Source: an optimization exercise on an open RTL-to-GDS flow (aim: small area, a short achievable clock period and few clock cycles per item). Production flows keep margins and buffers that such runs may drop. The RTL was checked by simulation tests, not by an equivalence proof against the original design. Power and IR drop assume default switching activity.

==> inputs of run Y <==
==> flow/design.v <==
module dqp_cell #(
	parameter int DATA_W = 32
) (
	input  logic              clk,
	input  logic              we,           
	input  logic              front,        
	input  logic [DATA_W-1:0] new_val,
	input  logic [DATA_W-1:0] new_pri,
	output logic [DATA_W-1:0] val,
	output logic              new_beats     
);
	logic [DATA_W-1:0] val_q;
	logic [DATA_W-1:0] pri_q;
	always_ff @(posedge clk) begin
		if (we) begin
			val_q <= new_val;
			pri_q <= new_pri;
		end
	end
	assign new_beats = $signed({new_pri, front}) > $signed({pri_q, 1'b0});
	assign val       = val_q;
endmodule
module deque_with_max_priority_removal_core (
	input  logic        clk,
	input  logic        arst_n,
	input  logic        cmd_valid,
	output logic        cmd_ready,
	input  logic [2:0]  cmd_command,
	input  logic [31:0] cmd_entry_value,
	input  logic [31:0] cmd_entry_priority,
	output logic        rsp_valid,
	input  logic        rsp_ready,
	output logic [31:0] rsp_removed_value,
	output logic [1:0]  rsp_status,
	output logic [4:0]  rsp_occupancy
);
	localparam int DEPTH  = 16;
	localparam int CNT_W  = 5;
	localparam int DATA_W = 32;
	localparam int RSP_W  = DATA_W + 2 + CNT_W;
	localparam int NFIFO  = 3;
	localparam logic [2:0] CMD_PUSH_FRONT = 3'd0;
	localparam logic [2:0] CMD_PUSH_REAR  = 3'd1;
	localparam logic [2:0] CMD_POP_FRONT  = 3'd2;
	localparam logic [2:0] CMD_POP_REAR   = 3'd3;
	localparam logic [2:0] CMD_POP_MAX    = 3'd4;
	localparam logic [1:0] ST_DONE  = 2'd0;
	localparam logic [1:0] ST_EMPTY = 2'd1;
	localparam logic [1:0] ST_FULL  = 2'd2;
	logic              c_valid_q;
	logic [2:0]        c_cmd_q;
	logic [DATA_W-1:0] c_val_q;
	logic [DATA_W-1:0] c_pri_q;
	logic              ready_q;
	assign cmd_ready = ready_q;
	always_ff @(posedge clk or negedge arst_n) begin
		if (!arst_n) c_valid_q <= 1'b0;
		else         c_valid_q <= cmd_valid && ready_q;
	end
	always_ff @(posedge clk) begin
		c_cmd_q <= cmd_command;
		c_val_q <= cmd_entry_value;
		c_pri_q <= cmd_entry_priority;
	end
	logic [DEPTH-1:0]             valid_q;
	logic [CNT_W-1:0]             count_q;
	logic [DEPTH-1:0][DATA_W-1:0] slot_val;
	logic [DEPTH-1:0]             new_beats;
	logic [DEPTH-1:0]             slot_we;
	logic [DEPTH-1:0][DEPTH-1:0]  before_q;    
	logic [DEPTH-1:0][DEPTH-1:0]  beats_q;     
	logic is_push, is_pop, is_front;
	logic full, empty;
	logic push_ok, pop_ok;
	logic [DEPTH-1:0] free_oh;
	logic [DEPTH-1:0] sel_front, sel_rear, sel_max, sel;
	assign is_push  = (c_cmd_q == CMD_PUSH_FRONT) || (c_cmd_q == CMD_PUSH_REAR);
	assign is_pop   = (c_cmd_q == CMD_POP_FRONT) || (c_cmd_q == CMD_POP_REAR) ||
	                  (c_cmd_q == CMD_POP_MAX);
	assign is_front = (c_cmd_q == CMD_PUSH_FRONT);
	assign full     = &valid_q;
	assign empty    = ~|valid_q;
	assign push_ok  = c_valid_q && is_push && !full;
	assign pop_ok   = c_valid_q && is_pop && !empty;
	assign free_oh = ~valid_q & (valid_q + DEPTH'(1));
	assign slot_we = push_ok ? free_oh : '0;
	genvar g;
	generate
		for (g = 0; g < DEPTH; g++) begin : g_slot
			dqp_cell #(.DATA_W(DATA_W)) u_cell (
				.clk       (clk),
				.we        (slot_we[g]),
				.front     (is_front),
				.new_val   (c_val_q),
				.new_pri   (c_pri_q),
				.val       (slot_val[g]),
				.new_beats (new_beats[g])
			);
		end
	endgenerate
	always_comb begin
		for (int a = 0; a < DEPTH; a++) begin
			sel_front[a] = valid_q[a];
			sel_rear[a]  = valid_q[a];
			sel_max[a]   = valid_q[a];
			for (int b = 0; b < DEPTH; b++) begin
				if (b < a) begin
					sel_front[a] &= !valid_q[b] || !before_q[b][a];
					sel_rear[a]  &= !valid_q[b] ||  before_q[b][a];
					sel_max[a]   &= !valid_q[b] || !beats_q[b][a];
				end else if (b > a) begin
					sel_front[a] &= !valid_q[b] ||  before_q[a][b];
					sel_rear[a]  &= !valid_q[b] || !before_q[a][b];
					sel_max[a]   &= !valid_q[b] ||  beats_q[a][b];
				end
			end
		end
	end
	always_comb begin
		case (c_cmd_q)
			CMD_POP_FRONT: sel = sel_front;
			CMD_POP_REAR:  sel = sel_rear;
			default:       sel = sel_max;
		endcase
	end
	always_ff @(posedge clk or negedge arst_n) begin
		if (!arst_n) begin
			valid_q <= '0;
			count_q <= '0;
		end else begin
			if (push_ok) begin
				valid_q <= valid_q | free_oh;
				count_q <= count_q + CNT_W'(1);
			end else if (pop_ok) begin
				valid_q <= valid_q & ~sel;
				count_q <= count_q - CNT_W'(1);
			end
		end
	end
	always_ff @(posedge clk) begin
		for (int a = 0; a < DEPTH; a++) begin
			for (int b = a + 1; b < DEPTH; b++) begin
				if (slot_we[a]) begin
					before_q[a][b] <= is_front;
					beats_q[a][b]  <= new_beats[b];
				end else if (slot_we[b]) begin
					before_q[a][b] <= !is_front;
					beats_q[a][b]  <= !new_beats[a];
				end
			end
		end
	end
	logic [DATA_W-1:0] removed_d;
	logic [1:0]        status_d;
	logic [CNT_W-1:0]  occ_d;
	logic [RSP_W-1:0]  rsp_d;
	always_comb begin
		removed_d = '0;
		for (int a = 0; a < DEPTH; a++) begin
			removed_d |= slot_val[a] & {DATA_W{sel[a]}};
		end
		if (!pop_ok) removed_d = '0;
		status_d = ST_DONE;
		if (is_push && full) status_d = ST_FULL;
		if (is_pop && empty) status_d = ST_EMPTY;
		occ_d = count_q;
		if (push_ok) occ_d = count_q + CNT_W'(1);
		if (pop_ok)  occ_d = count_q - CNT_W'(1);
	end
	assign rsp_d = {removed_d, status_d, occ_d};
	logic [NFIFO-1:0]            f_valid_q;    
	logic [NFIFO-1:0][RSP_W-1:0] f_data_q;
	logic                        f_pop, f_push;
	logic [NFIFO-1:0]            f_valid_pop;
	logic [NFIFO-1:0]            f_valid_d;
	logic                        c_valid_d;
	assign f_pop       = f_valid_q[0] && rsp_ready;
	assign f_push      = c_valid_q;
	assign f_valid_pop = f_pop ? (f_valid_q >> 1) : f_valid_q;
	assign f_valid_d   = f_push ? {f_valid_pop[NFIFO-2:0], 1'b1} : f_valid_pop;
	assign c_valid_d   = cmd_valid && ready_q;
	always_ff @(posedge clk or negedge arst_n) begin
		if (!arst_n) begin
			f_valid_q <= '0;
			ready_q   <= 1'b1;
		end else begin
			f_valid_q <= f_valid_d;
			ready_q   <= c_valid_d ? !f_valid_d[NFIFO-2] : !f_valid_d[NFIFO-1];
		end
	end
	always_ff @(posedge clk) begin
		for (int i = 0; i < NFIFO; i++) begin
			if (f_push && !f_valid_pop[i] && (i == 0 || f_valid_pop[i-1])) begin
				f_data_q[i] <= rsp_d;
			end else if (f_pop) begin
				f_data_q[i] <= (i == NFIFO - 1) ? f_data_q[i] : f_data_q[i+1];
			end
		end
	end
	assign rsp_valid         = f_valid_q[0];
	assign rsp_removed_value = f_data_q[0][RSP_W-1 -: DATA_W];
	assign rsp_status        = f_data_q[0][CNT_W +: 2];
	assign rsp_occupancy     = f_data_q[0][CNT_W-1:0];
endmodule
==> flow/run.sh <==
#!/bin/bash
# synth_recipe.tcl (not shown) runs the flow's synth.tcl, then flattens the netlist and writes it again
# the make line also repeats each setting of config.mk as NAME=value (left out here)
make -C /OpenROAD-flow-scripts/flow DESIGN_CONFIG=/design/flow/config.mk WORK_HOME=/design/flow/orfs CLKGATE_MAP_FILE= SYNTH_SCRIPT=/design/flow/synth_recipe.tcl finish
==> flow/config.mk <==
export PLATFORM = sky130hd
export DESIGN_NAME = deque_with_max_priority_removal_core
export DESIGN_NICKNAME = deque_with_max_priority_removal_core
export VERILOG_FILES = /design/flow/design.v
export SDC_FILE = /design/flow/constraint.sdc
export NUM_CORES = 4
export LEC_CHECK = 0
export CAP_MARGIN = 20
export CELL_PAD_IN_SITES_DETAIL_PLACEMENT = 1
export CELL_PAD_IN_SITES_GLOBAL_PLACEMENT = 2
export CORE_MARGIN = 2
export CORE_UTILIZATION = 35
export SLEW_MARGIN = 20
==> flow/constraint.sdc <==
create_clock -name core_clock -period 5.5 [get_ports {clk}]
set_input_delay 1.1000 -clock core_clock [delete_from_list [all_inputs] [get_ports {clk}]]
set_output_delay 1.1000 -clock core_clock [all_outputs]
set_load 0.01 [all_outputs]
==> run M (differences from run Y) <==
==> flow/design.v (replaced) <==
module dqp_cell #(
	parameter int DATA_W = 32
) (
	input  logic              clk,
	input  logic              we,           
	input  logic              front,        
	input  logic [DATA_W-1:0] new_val,
	input  logic [DATA_W-1:0] new_pri,
	output logic [DATA_W-1:0] val,
	output logic              new_beats     
);
	logic [DATA_W-1:0] val_q;
	logic [DATA_W-1:0] pri_q;
	always_ff @(posedge clk) begin
		if (we) begin
			val_q <= new_val;
			pri_q <= new_pri;
		end
	end
	logic [DATA_W-1:0] a, b;
	assign a = {~new_pri[DATA_W-1], new_pri[DATA_W-2:0]};
	assign b = {~pri_q[DATA_W-1], pri_q[DATA_W-2:0]};
	localparam int LV = 5;    
	logic [LV:0][DATA_W-1:0] gg, pp;
	always_comb begin
		gg[0] = a & ~b;
		pp[0] = a | ~b;
		for (int l = 0; l < LV; l++) begin
			for (int i = 0; i < DATA_W; i++) begin
				if ((i >> l) % 2 == 1) begin
					gg[l+1][i] = gg[l][i] | (pp[l][i] & gg[l][i - (1 << l)]);
					pp[l+1][i] = pp[l][i] & pp[l][i - (1 << l)];
				end else begin
					gg[l+1][i] = gg[l][i];
					pp[l+1][i] = pp[l][i];
				end
			end
		end
	end
	assign new_beats = gg[LV][DATA_W-1] | (pp[LV][DATA_W-1] & front);
	assign val       = val_q;
endmodule
module deque_with_max_priority_removal_core (
	input  logic        clk,
	input  logic        arst_n,
	input  logic        cmd_valid,
	output logic        cmd_ready,
	input  logic [2:0]  cmd_command,
	input  logic [31:0] cmd_entry_value,
	input  logic [31:0] cmd_entry_priority,
	output logic        rsp_valid,
	input  logic        rsp_ready,
	output logic [31:0] rsp_removed_value,
	output logic [1:0]  rsp_status,
	output logic [4:0]  rsp_occupancy
);
	localparam int DEPTH  = 16;
	localparam int CNT_W  = 5;
	localparam int DATA_W = 32;
	localparam logic [2:0] CMD_PUSH_FRONT = 3'd0;
	localparam logic [2:0] CMD_PUSH_REAR  = 3'd1;
	localparam logic [2:0] CMD_POP_FRONT  = 3'd2;
	localparam logic [2:0] CMD_POP_REAR   = 3'd3;
	localparam logic [2:0] CMD_POP_MAX    = 3'd4;
	localparam logic [1:0] ST_DONE  = 2'd0;
	localparam logic [1:0] ST_EMPTY = 2'd1;
	localparam logic [1:0] ST_FULL  = 2'd2;
	logic              rsp_valid_q;
	logic              s1_valid_q;
	logic              s1_move;
	logic              cmd_fire;
	assign s1_move   = s1_valid_q && (!rsp_valid_q || rsp_ready);
	assign cmd_ready = !s1_valid_q || !rsp_valid_q || rsp_ready;
	assign cmd_fire  = cmd_valid && cmd_ready;
	logic [DEPTH-1:0]             valid_q;
	logic [CNT_W-1:0]             count_q;
	logic [DEPTH-1:0][DATA_W-1:0] slot_val;
	logic [DEPTH-1:0]             new_beats;
	logic [DEPTH-1:0]             slot_we;
	logic [DEPTH-1:0][DEPTH-1:0]  before_q;    
	logic [DEPTH-1:0][DEPTH-1:0]  beats_q;     
	logic is_push, is_pop, is_front;
	logic full, empty;
	logic push_ok, pop_ok;
	logic [DEPTH-1:0] free_oh;
	logic [DEPTH-1:0] sel_front, sel_rear, sel_max, sel;
	assign is_push  = (cmd_command == CMD_PUSH_FRONT) || (cmd_command == CMD_PUSH_REAR);
	assign is_pop   = (cmd_command == CMD_POP_FRONT) || (cmd_command == CMD_POP_REAR) ||
	                  (cmd_command == CMD_POP_MAX);
	assign is_front = !cmd_command[0];
	assign full     = &valid_q;
	assign empty    = ~|valid_q;
	assign push_ok  = cmd_fire && is_push && !full;
	assign pop_ok   = cmd_fire && is_pop && !empty;
	assign free_oh = ~valid_q & (valid_q + DEPTH'(1));
	assign slot_we = push_ok ? free_oh : '0;
	genvar g;
	generate
		for (g = 0; g < DEPTH; g++) begin : g_slot
			dqp_cell #(.DATA_W(DATA_W)) u_cell (
				.clk       (clk),
				.we        (slot_we[g]),
				.front     (is_front),
				.new_val   (cmd_entry_value),
				.new_pri   (cmd_entry_priority),
				.val       (slot_val[g]),
				.new_beats (new_beats[g])
			);
		end
	endgenerate
	always_comb begin
		for (int a = 0; a < DEPTH; a++) begin
			sel_front[a] = valid_q[a];
			sel_rear[a]  = valid_q[a];
			sel_max[a]   = valid_q[a];
			for (int b = 0; b < DEPTH; b++) begin
				if (b < a) begin
					sel_front[a] &= !valid_q[b] || !before_q[b][a];
					sel_rear[a]  &= !valid_q[b] ||  before_q[b][a];
					sel_max[a]   &= !valid_q[b] || !beats_q[b][a];
				end else if (b > a) begin
					sel_front[a] &= !valid_q[b] ||  before_q[a][b];
					sel_rear[a]  &= !valid_q[b] || !before_q[a][b];
					sel_max[a]   &= !valid_q[b] ||  beats_q[a][b];
				end
			end
		end
	end
	always_comb begin
		case (cmd_command)
			CMD_POP_FRONT: sel = sel_front;
			CMD_POP_REAR:  sel = sel_rear;
			default:       sel = sel_max;
		endcase
	end
	always_ff @(posedge clk or negedge arst_n) begin
		if (!arst_n) begin
			valid_q <= '0;
			count_q <= '0;
		end else begin
			if (push_ok) begin
				valid_q <= valid_q | free_oh;
				count_q <= count_q + CNT_W'(1);
			end else if (pop_ok) begin
				valid_q <= valid_q & ~sel;
				count_q <= count_q - CNT_W'(1);
			end
		end
	end
	logic [DEPTH-1:0] beat_lo, beat_hi;
	assign beat_lo = slot_we | ~new_beats;
	assign beat_hi = slot_we |  new_beats;
	always_ff @(posedge clk) begin
		for (int a = 0; a < DEPTH; a++) begin
			for (int b = a + 1; b < DEPTH; b++) begin
				if (slot_we[a] || slot_we[b]) begin
					before_q[a][b] <= slot_we[a] ? is_front : !is_front;
					beats_q[a][b]  <= beat_lo[a] && beat_hi[b];
				end
			end
		end
	end
	logic [1:0]        status_d;
	logic [CNT_W-1:0]  occ_d;
	always_comb begin
		status_d = ST_DONE;
		if (is_push && full) status_d = ST_FULL;
		if (is_pop && empty) status_d = ST_EMPTY;
		occ_d = count_q;
		if (push_ok) occ_d = count_q + CNT_W'(1);
		if (pop_ok)  occ_d = count_q - CNT_W'(1);
	end
	logic [DEPTH-1:0]  s1_sel_q;      
	logic [1:0]        s1_status_q;
	logic [CNT_W-1:0]  s1_occ_q;
	always_ff @(posedge clk or negedge arst_n) begin
		if (!arst_n)       s1_valid_q <= 1'b0;
		else if (cmd_fire) s1_valid_q <= 1'b1;
		else if (s1_move)  s1_valid_q <= 1'b0;
	end
	always_ff @(posedge clk) begin
		if (cmd_fire) begin
			s1_sel_q    <= pop_ok ? sel : '0;
			s1_status_q <= status_d;
			s1_occ_q    <= occ_d;
		end
	end
	logic [DATA_W-1:0] removed_d;
	logic [DATA_W-1:0] rsp_val_q;
	logic [1:0]        rsp_status_q;
	logic [CNT_W-1:0]  rsp_occ_q;
	always_comb begin
		removed_d = '0;
		for (int a = 0; a < DEPTH; a++) begin
			removed_d |= slot_val[a] & {DATA_W{s1_sel_q[a]}};
		end
	end
	always_ff @(posedge clk or negedge arst_n) begin
		if (!arst_n)        rsp_valid_q <= 1'b0;
		else if (s1_move)   rsp_valid_q <= 1'b1;
		else if (rsp_ready) rsp_valid_q <= 1'b0;
	end
	always_ff @(posedge clk) begin
		if (s1_move) begin
			rsp_val_q    <= removed_d;
			rsp_status_q <= s1_status_q;
			rsp_occ_q    <= s1_occ_q;
		end
	end
	assign rsp_valid         = rsp_valid_q;
	assign rsp_removed_value = rsp_val_q;
	assign rsp_status        = rsp_status_q;
	assign rsp_occupancy     = rsp_occ_q;
endmodule
--- a/flow/config.mk
+++ b/flow/config.mk
@@ -10,4 +10,8 @@
 export CELL_PAD_IN_SITES_GLOBAL_PLACEMENT = 2
 export CORE_MARGIN = 2
 export CORE_UTILIZATION = 35
+export CTS_CLUSTER_DIAMETER = 100
+export CTS_CLUSTER_SIZE = 20
+export SETUP_SLACK_MARGIN = 2.5
 export SLEW_MARGIN = 20
+export TNS_END_PERCENT = 50
==> summary of the runs <==
- In run M the hold slack is lower than in run Y, by 0.098 ns.
- In run Y the combinational power is higher than in run M, by 150%.
- In run Y the sequential share of layout area is lower than in run M, by 5.2 points.
- Clock power: run M is lower than run Y (47%).
- In run Y the count of clock-buffer cells in the layout is higher than in run M, by 154.
- Against run M, the flip-flop and latch count of run Y is higher by 125.
- Against run M, the via count of run Y is higher by about 20%.
- Of run Y and run M, run Y has the higher synthesized cell count (gap about 34%, measured against run M).
- In run Y the power is larger than in run M, by 53%.
- Of run Y and run M, run M has the higher maximum frequency (gap about 36%, measured against run M).
- Between run M and run Y, the lower utilization is in run Y (gap 1.1 points).
Testbench counts of run Y, summed over its fixed seeds: cycles 16,016, items 16,000.
Testbench counts of run M, summed over its fixed seeds: cycles 16,016, items 16,000.

[port drivers added, routing unchanged]
The flow's constraints put no driver on any port. The routed layouts listed below were extracted and timed again, unchanged, in two steps. Step 1: set_driving_cell puts a clkbuf_16 on clk and a buf_2 on each other input, an assumption about the parent block. Step 2 times the ports against the registers' clock, not the clock port: input delays grow and output delays shrink by t, the midpoint of the rising clock arrivals with the driver on. Three values: no drivers, after step 1, after step 2; two values: the first two.
| run | shift t [ns] | slack for setup (ns) | worst hold slack (ns) | worst slew at a driven data input, ns |
|---|---|---|---|---|
| run Y | 0.928 | 0.742 / 0.742 / 0.742 | 0.523 / 0.523 / 0.523 | 0.05 |
| run M | 0.817 | 2.435 / 2.459 / 1.645 | 0.425 / 0.425 / 0.425 | 0.18 |
After both steps every run listed still meets setup and hold. For run M, which loses most, drivers alone change the setup slack by +0.024 ns; drivers and shift together by -0.790 ns.
